What follows belongs to an exercise in optimizing a design on an open flow for small area and a short achievable clock period; a production flow would make more cautious choices. The RTL was checked by simulation tests, not by an equivalence proof against the original design. Power and IR drop assume default switching activity.

`flow/design.v`:
```
module ifft_tf_mult #(
  parameter int DW   = 16,
  parameter int TW   = 12,
  parameter bit CONJ = 1'b1
) (
  input  logic                 clk,
  input  logic                 rst,
  input  logic                 in_valid,
  input  logic                 in_sop,
  input  logic                 in_tw_en,
  input  logic signed [DW-1:0] in_real,
  input  logic signed [DW-1:0] in_imag,
  output logic [2:0]           tf_addr,
  input  logic signed [TW-1:0] tf_real,
  input  logic signed [TW-1:0] tf_imag,
  output logic                 out_valid,
  output logic                 out_sop,
  output logic signed [DW-1:0] out_real,
  output logic signed [DW-1:0] out_imag,
  output logic                 ovf
);
  localparam int PW = DW + TW;
  localparam int SW = PW + 1;
  localparam logic signed [TW-1:0] ONE  = TW'(1024);
  localparam logic signed [SW-1:0] HALF = SW'(512);
  localparam logic signed [SW-1:0] MAXV = SW'((1 << (DW - 1)) - 1);
  localparam logic signed [SW-1:0] MINV = ~MAXV;
  logic [2:0]           cnt_q, cnt_d;
  logic                 s1_valid_q, s1_valid_d, s1_sop_q, s1_sop_d;
  logic signed [DW-1:0] s1_a_q, s1_a_d, s1_b_q, s1_b_d;
  logic signed [TW-1:0] s1_c_q, s1_c_d, s1_d_q, s1_d_d;
  logic                 s2_valid_q, s2_valid_d, s2_sop_q, s2_sop_d;
  logic signed [PW-1:0] s2_ac_q, s2_ac_d, s2_bd_q, s2_bd_d;
  logic signed [PW-1:0] s2_ad_q, s2_ad_d, s2_bc_q, s2_bc_d;
  logic                 s3_valid_q, s3_valid_d, s3_sop_q, s3_sop_d;
  logic signed [SW-1:0] s3_re_q, s3_re_d, s3_im_q, s3_im_d;
  logic                 out_valid_q, out_valid_d, out_sop_q, out_sop_d;
  logic signed [DW-1:0] out_real_q, out_real_d, out_imag_q, out_imag_d;
  logic                 ovf_q, ovf_d;
  logic [2:0]           eff_addr;
  logic                 use_unity;
  logic signed [SW-1:0] re_rnd, im_rnd;
  logic                 re_sat, im_sat;
  always_comb begin
    eff_addr  = in_sop ? 3'd0 : cnt_q;
    use_unity = !in_tw_en || in_sop;
    cnt_d     = cnt_q;
    if (in_valid) begin
      if (in_tw_en)
        cnt_d = eff_addr + 3'd1;
      else if (in_sop)
        cnt_d = 3'd0;
    end
    s1_valid_d = in_valid;
    s1_sop_d   = in_valid && in_sop;
    s1_a_d     = in_real;
    s1_b_d     = in_imag;
    s1_c_d     = use_unity ? ONE : tf_real;
    s1_d_d     = use_unity ? '0 : (CONJ ? -tf_imag : tf_imag);
    s2_valid_d = s1_valid_q;
    s2_sop_d   = s1_sop_q;
    s2_ac_d    = PW'(s1_a_q) * PW'(s1_c_q);
    s2_bd_d    = PW'(s1_b_q) * PW'(s1_d_q);
    s2_ad_d    = PW'(s1_a_q) * PW'(s1_d_q);
    s2_bc_d    = PW'(s1_b_q) * PW'(s1_c_q);
    s3_valid_d = s2_valid_q;
    s3_sop_d   = s2_sop_q;
    s3_re_d    = SW'(s2_ac_q) - SW'(s2_bd_q);
    s3_im_d    = SW'(s2_ad_q) + SW'(s2_bc_q);
    re_rnd = (s3_re_q + HALF) >>> 10;
    im_rnd = (s3_im_q + HALF) >>> 10;
    re_sat = (re_rnd > MAXV) || (re_rnd < MINV);
    im_sat = (im_rnd > MAXV) || (im_rnd < MINV);
    out_valid_d = s3_valid_q;
    out_sop_d   = s3_sop_q;
    out_real_d  = out_real_q;
    out_imag_d  = out_imag_q;
    ovf_d       = ovf_q;
    if (s3_valid_q) begin
      out_real_d = (re_rnd > MAXV) ? DW'(MAXV) : ((re_rnd < MINV) ? DW'(MINV) : re_rnd[DW-1:0]);
      out_imag_d = (im_rnd > MAXV) ? DW'(MAXV) : ((im_rnd < MINV) ? DW'(MINV) : im_rnd[DW-1:0]);
      if (re_sat || im_sat)
        ovf_d = 1'b1;
      else if (s3_sop_q)
        ovf_d = 1'b0;
    end
  end
  always_ff @(posedge clk or posedge rst) begin
    if (rst) begin
      cnt_q       <= '0;
      s1_valid_q  <= 1'b0;
      s1_sop_q    <= 1'b0;
      s1_a_q      <= '0;
      s1_b_q      <= '0;
      s1_c_q      <= '0;
      s1_d_q      <= '0;
      s2_valid_q  <= 1'b0;
      s2_sop_q    <= 1'b0;
      s2_ac_q     <= '0;
      s2_bd_q     <= '0;
      s2_ad_q     <= '0;
      s2_bc_q     <= '0;
      s3_valid_q  <= 1'b0;
      s3_sop_q    <= 1'b0;
      s3_re_q     <= '0;
      s3_im_q     <= '0;
      out_valid_q <= 1'b0;
      out_sop_q   <= 1'b0;
      out_real_q  <= '0;
      out_imag_q  <= '0;
      ovf_q       <= 1'b0;
    end else begin
      cnt_q       <= cnt_d;
      s1_valid_q  <= s1_valid_d;
      s1_sop_q    <= s1_sop_d;
      s1_a_q      <= s1_a_d;
      s1_b_q      <= s1_b_d;
      s1_c_q      <= s1_c_d;
      s1_d_q      <= s1_d_d;
      s2_valid_q  <= s2_valid_d;
      s2_sop_q    <= s2_sop_d;
      s2_ac_q     <= s2_ac_d;
      s2_bd_q     <= s2_bd_d;
      s2_ad_q     <= s2_ad_d;
      s2_bc_q     <= s2_bc_d;
      s3_valid_q  <= s3_valid_d;
      s3_sop_q    <= s3_sop_d;
      s3_re_q     <= s3_re_d;
      s3_im_q     <= s3_im_d;
      out_valid_q <= out_valid_d;
      out_sop_q   <= out_sop_d;
      out_real_q  <= out_real_d;
      out_imag_q  <= out_imag_d;
      ovf_q       <= ovf_d;
    end
  end
  assign tf_addr   = cnt_q;
  assign out_valid = out_valid_q;
  assign out_sop   = out_sop_q;
  assign out_real  = out_real_q;
  assign out_imag  = out_imag_q;
  assign ovf       = ovf_q;
endmodule
```
`flow/run.sh`:
```
#!/bin/bash
# synth_recipe.tcl (not shown) runs the flow's synth.tcl, then flattens the netlist and writes it again
# the make line also repeats each setting of config.mk as NAME=value (left out here)
make -C /OpenROAD-flow-scripts/flow DESIGN_CONFIG=/design/flow/config.mk WORK_HOME=/design/flow/orfs CLKGATE_MAP_FILE= SYNTH_SCRIPT=/design/flow/synth_recipe.tcl finish
```
`flow/config.mk`:
```
export PLATFORM = sky130hd
export DESIGN_NAME = ifft_tf_mult
export DESIGN_NICKNAME = ifft_tf_mult
export VERILOG_FILES = /design/flow/design.v
export SDC_FILE = /design/flow/constraint.sdc
export NUM_CORES = 4
export LEC_CHECK = 0
export CAP_MARGIN = 20
export CORE_MARGIN = 2
export CORE_UTILIZATION = 40
export SLEW_MARGIN = 20
```
`flow/constraint.sdc`:
```
create_clock -name core_clock -period 6.5 [get_ports {clk}]
set_input_delay 1.3000 -clock core_clock [delete_from_list [all_inputs] [get_ports {clk}]]
set_output_delay 1.3000 -clock core_clock [all_outputs]
set_load 0.01 [all_outputs]
```
==> notes.md <==
[worst reg2reg max path: stages, from the launching register on]
cell and delay, ns:
sky130_fd_sc_hd__dfrtp_1 1.00, sky130_fd_sc_hd__buf_4 0.33, sky130_fd_sc_hd__nand2_1 0.09, sky130_fd_sc_hd__fa_1 0.51, sky130_fd_sc_hd__inv_1 0.05, sky130_fd_sc_hd__fa_1 0.58, sky130_fd_sc_hd__fa_1 0.44, sky130_fd_sc_hd__fa_1 0.49
sky130_fd_sc_hd__inv_1 0.05, sky130_fd_sc_hd__fa_1 0.47, sky130_fd_sc_hd__inv_1 0.04, sky130_fd_sc_hd__ha_1 0.36, sky130_fd_sc_hd__o21ai_0 0.17, sky130_fd_sc_hd__o221ai_1 0.18, sky130_fd_sc_hd__o211ai_1 0.22, sky130_fd_sc_hd__a31oi_1 0.42
sky130_fd_sc_hd__a21oi_1 0.18, sky130_fd_sc_hd__a21oi_1 0.20, sky130_fd_sc_hd__o21a_1 0.14, sky130_fd_sc_hd__nor2_1 0.05, sky130_fd_sc_hd__xnor2_1 0.12
[final timing paths]
path,start,slack [ns],cells after the start,end
min,s2_sop_q,0.35,0,s3_sop_q
max,s1_d_q[7],0.32,20,s2_bd_q[26]
min in group asynchronous,rst,1.12,2,s2_bd_q[10]
min reg2reg,s2_sop_q,0.35,0,s3_sop_q
max reg2reg,s1_d_q[7],0.32,20,s2_bd_q[26]
max in group asynchronous,rst,4.13,3,s2_bc_q[19]
[state kept, by name (all words and copies together), names as in the netlist]
register,flops
s2_ac_q,28
s2_ad_q,28
s2_bc_q,28
s2_bd_q,28
s3_im_q,20
s3_re_q,20
out_imag_q,16
out_real_q,16
s1_a_q,16
s1_b_q,16
s1_c_q,12
s1_d_q,12
cnt_q,3
out_sop_q,1
out_valid_q,1
ovf_q,1
s1_sop_q,1
s1_valid_q,1
s2_sop_q,1
s2_valid_q,1
s3_sop_q,1
s3_valid_q,1
[routing by layer]
layer / vias to the layer above / part of all wire, %
li1: 12070 / -
met1: 13340 / 47
met2: 581 / 45
met3: 83 / 5.8
met4: 2 / 1.8
met5: - / 0.014
[logic make-up after synthesis]
family,share of synthesized area (%)
multiplexers,0.05358
flip-flops,16.88
XOR/XNOR,3.868
adder cells (fa/ha/maj),47.99
buffers and inverters,10.50
AND/OR/NAND/NOR,14.78
AO/OA/AOI/OAI,5.937
[final cells by class]
type	count	area (µm²)	area share [%]
clock buffer	47	1001	2.419
clock inverter	13	138.9	0.3356
inverter	892	3352	8.100
multi-input combinational	2675	27140	65.60
sequential	252	6307	15.24
tap	1254	1569	3.791
timing repair buffer	198	1869	4.517
[through the flow]
stage | area [µm²] | utilization, %
3_3_place_gp | 40230 | 43.31
2_1_floorplan | 37370 | -
5_1_grt | 41380 | 44.54
3_5_place_dp | 40230 | 43.31
4_1_cts | 41370 | 44.53
6_report | 41380 | 44.54
[synth_stat cells, types with 10 or more instances]
cell type | number | share of area [%]
sky130_fd_sc_hd__inv_1 | 890 | 8.9
sky130_fd_sc_hd__and2_1 | 268 | 4.5
sky130_fd_sc_hd__o211ai_1 | 11 | 0.22
sky130_fd_sc_hd__fa_1 | 712 | 38
sky130_fd_sc_hd__o21a_1 | 19 | 0.38
sky130_fd_sc_hd__o21ai_1 | 11 | 0.15
sky130_fd_sc_hd__nand2b_1 | 27 | 0.45
sky130_fd_sc_hd__o21bai_1 | 10 | 0.20
sky130_fd_sc_hd__o21ai_0 | 44 | 0.59
sky130_fd_sc_hd__nand2_1 | 523 | 5.3
sky130_fd_sc_hd__o22a_1 | 15 | 0.35
sky130_fd_sc_hd__xor2_1 | 47 | 1.1
sky130_fd_sc_hd__clkbuf_1 | 144 | 1.4
sky130_fd_sc_hd__ha_1 | 294 | 9.8
sky130_fd_sc_hd__xnor2_1 | 118 | 2.8
sky130_fd_sc_hd__or3_1 | 10 | 0.17
sky130_fd_sc_hd__a21oi_1 | 107 | 1.4
sky130_fd_sc_hd__a21o_1 | 35 | 0.70
sky130_fd_sc_hd__nor3_1 | 37 | 0.50
sky130_fd_sc_hd__nand3_1 | 33 | 0.44
sky130_fd_sc_hd__nor2b_1 | 23 | 0.39
sky130_fd_sc_hd__and3_1 | 15 | 0.25
sky130_fd_sc_hd__nor2_1 | 183 | 1.8
sky130_fd_sc_hd__nand4_1 | 10 | 0.17
sky130_fd_sc_hd__dfrtp_1 | 252 | 17
sky130_fd_sc_hd__a211oi_1 | 14 | 0.28
sky130_fd_sc_hd__a31oi_1 | 13 | 0.22
[power groups by stage]
stage	registers (µW)	logic (µW)	clock network [µW]
2_1_floorplan	2450	4640	0
3_3_place_gp	2570	6100	0
3_5_place_dp	2570	6190	0
4_1_cts	2550	6230	2000
5_1_grt	2610	7060	2060
6_report	2550	6150	1930
[timing repair]
item                       4_1_cts  5_1_grt
setup endpoints to repair        0        1
hold buffers                     0        0
resized for setup                0        1
[cell usage in the layout (no fill, tap or decap), types with 37 or more instances in the layout]
| cell | n |
|---|---|
| sky130_fd_sc_hd__nand2_1 | 523 |
| sky130_fd_sc_hd__clkdlybuf4s50_1 | 98 |
| sky130_fd_sc_hd__a21oi_1 | 107 |
| sky130_fd_sc_hd__fa_1 | 712 |
| sky130_fd_sc_hd__o21ai_0 | 44 |
| sky130_fd_sc_hd__xnor2_1 | 118 |
| sky130_fd_sc_hd__ha_1 | 294 |
| sky130_fd_sc_hd__and2_1 | 268 |
| sky130_fd_sc_hd__buf_4 | 89 |
| sky130_fd_sc_hd__nor3_1 | 37 |
| sky130_fd_sc_hd__inv_1 | 889 |
| sky130_fd_sc_hd__nor2_1 | 183 |
| sky130_fd_sc_hd__dfrtp_1 | 251 |
| sky130_fd_sc_hd__xor2_1 | 47 |
==> notes.md <==
reported leakage power = 0.02074 µW
fraction of final layout cells with drive strength greater than 1 = 4.464%
top cell family by delay on the critical path = adder cells
die area = 95880 µm²
placed wire-length estimate = 68420 µm
CTS Buf Count = 35
first-pass GRT wire length = 145500 µm
net count of the finished layout = 5121
Mapped Cells = 3969
maximum clock path buffer count = 3
Vias = 26070
largest net degree at the start of global routing = 151
global routing usage on met2 = 30.06%
Min-Delay Path Class = register to register
width of the chip = 309.6 µm
most crowded layer after global routing = met2
final non-filler cell total = 5331
area added between synthesis and finish = 10.75%
worst-case setup slack after placement = 0.4237 ns
TNS Setup = 0 ns
count of inserted antenna diode cells = 0
number of nets in the synthesized netlist = 5036
later-pin clock latency in the skew report = 0.56 ns
number of enable-type register cells in the synthesized netlist = 0
DR DRC count = 0
Max H-tree Level = 2
final total power = 10630 µW
number of port buffers = 98
portion of the clock cycle consumed by the worst path in the final layout = 95.04%
final antenna-violating net count = 0
number of fill cells = 8957
netlist area before placement = 37370 µm²
tightest hold margin = 0.3468 ns
P_int = 6029 µW
CTS tree = built
crit path launch type = register
clock transition at the registers of the reported paths = 0.07 ns
most prevalent standard cell on the critical path = sky130_fd_sc_hd__fa_1
max-slew violations = 0
met3 routing resource usage after global routing = 2.603%
critical-path cell with the highest stage delay = sky130_fd_sc_hd__dfrtp_1
async set-or-reset flop fraction in the synthesized netlist = 100.0%
post-DR vias/cell = 4.890
final setup margin = 0.3223 ns
delay of the slowest cell on the worst path = 1.00 ns
result of the run = no timing/DRC/antenna violations
vias in the first global route = 27160
sequential share of the synthesized area = 16.88%
wirelength, routed = 85990 µm
met1 capacity usage during global routing = 28.59%
mean instance size in the synthesized netlist = 9.414 µm²
overall track demand over capacity in global routing = 19.21%
clock sink total = 252
data required time at the worst endpoint = 6.95 ns
number of DRC markers after the initial detailed-route iteration = 1570
antenna violations before repair = 1
setup bufs post-CTS = 0
standard-cell row count = 112
arrival time worst endpoint = 6.63 ns
count of cell types in the netlist = 76
actual slew at the worst max-slew pin = 1.006 ns
clock network fraction of total power = 18.1%
Flop pwr share = 24.0%
global placer's final weighted congestion = 0.8458
Final Setup Violations = 0
Slew headroom = 32.91%
path type of the worst setup path = register to register
number of register bits inferred by synthesis = 252
net switching power = 4597 µW
flip-flop cell with the highest count after synthesis = sky130_fd_sc_hd__dfrtp_1
clock tree root buffer cell = sky130_fd_sc_hd__clkbuf_16
Max rail drop VDD = 0.1805 mV
Switching Fraction = 43.26%
Hold Violations, Final = 0
final global-route overflow total = 0
ordered list of cells on the worst path = buf_4, nand2_1, fa_1, inv_1, fa_1, fa_1, fa_1, inv_1, fa_1, inv_1, ha_1, o21ai_0, o221ai_1, o211ai_1, a31oi_1, a21oi_1, a21oi_1, o21a_1, nor2_1, xnor2_1
vertical extent of the die = 309.6 µm
CP Max Fanout = 16
initial core utilization = 40.22%
RSZ-0062 raised after global routing = no
number of I/O pins = 99
core outline area = 92910 µm²
number of detailed-route iterations in the first pass = 6
Max Clock Freq = 161.9 MHz
Layout Skew = 0.02539 ns
max-capacitance violation count = 0
PD cells = 256.8 nW/µm²
per-cell routed wire length = 16.13 µm
Combinational Power Share = 57.9%
time the worst path needs with I/O delays and setup = 6.178 ns
Crit path buffers/inverters = 4
count of warnings emitted by yosys = 1
capturing element type of the critical path = register
number of cells in the design after placement = 5271

[afterwards: timing with drivers on the ports]
How much do the figures lean on ideal ports? The routed layout below was timed once more, with nothing changed but the port constraints.
Step 1 sets driving cells, clkbuf_16 on the clock port and buf_2 on the other inputs (assumed; they add their load-dependent delay and slew).
Step 2 adds t to the input delays and takes it off the output delays; t is the mean of the earliest and latest rising clock arrival at the registers after step 1. Input paths then give back, and output paths get back, about the clock's delay inside the block.
Slacks: ideal ports / drivers / drivers and shift; pairs: ideal ports / drivers.
shift t [ns]: 0.614
setup slack, ns: 0.322 / 0.322 / 0.322
clock arrival spread, ns: 0.026 / 0.026
slew at the worst register clock pin (ns): 0.07 / 0.07
pins driven straight from the clock port: 1
After both steps setup and hold are still met in this run. The setup slack of this run moves by 0.000 ns with the drivers and by 0.000 ns with both steps.
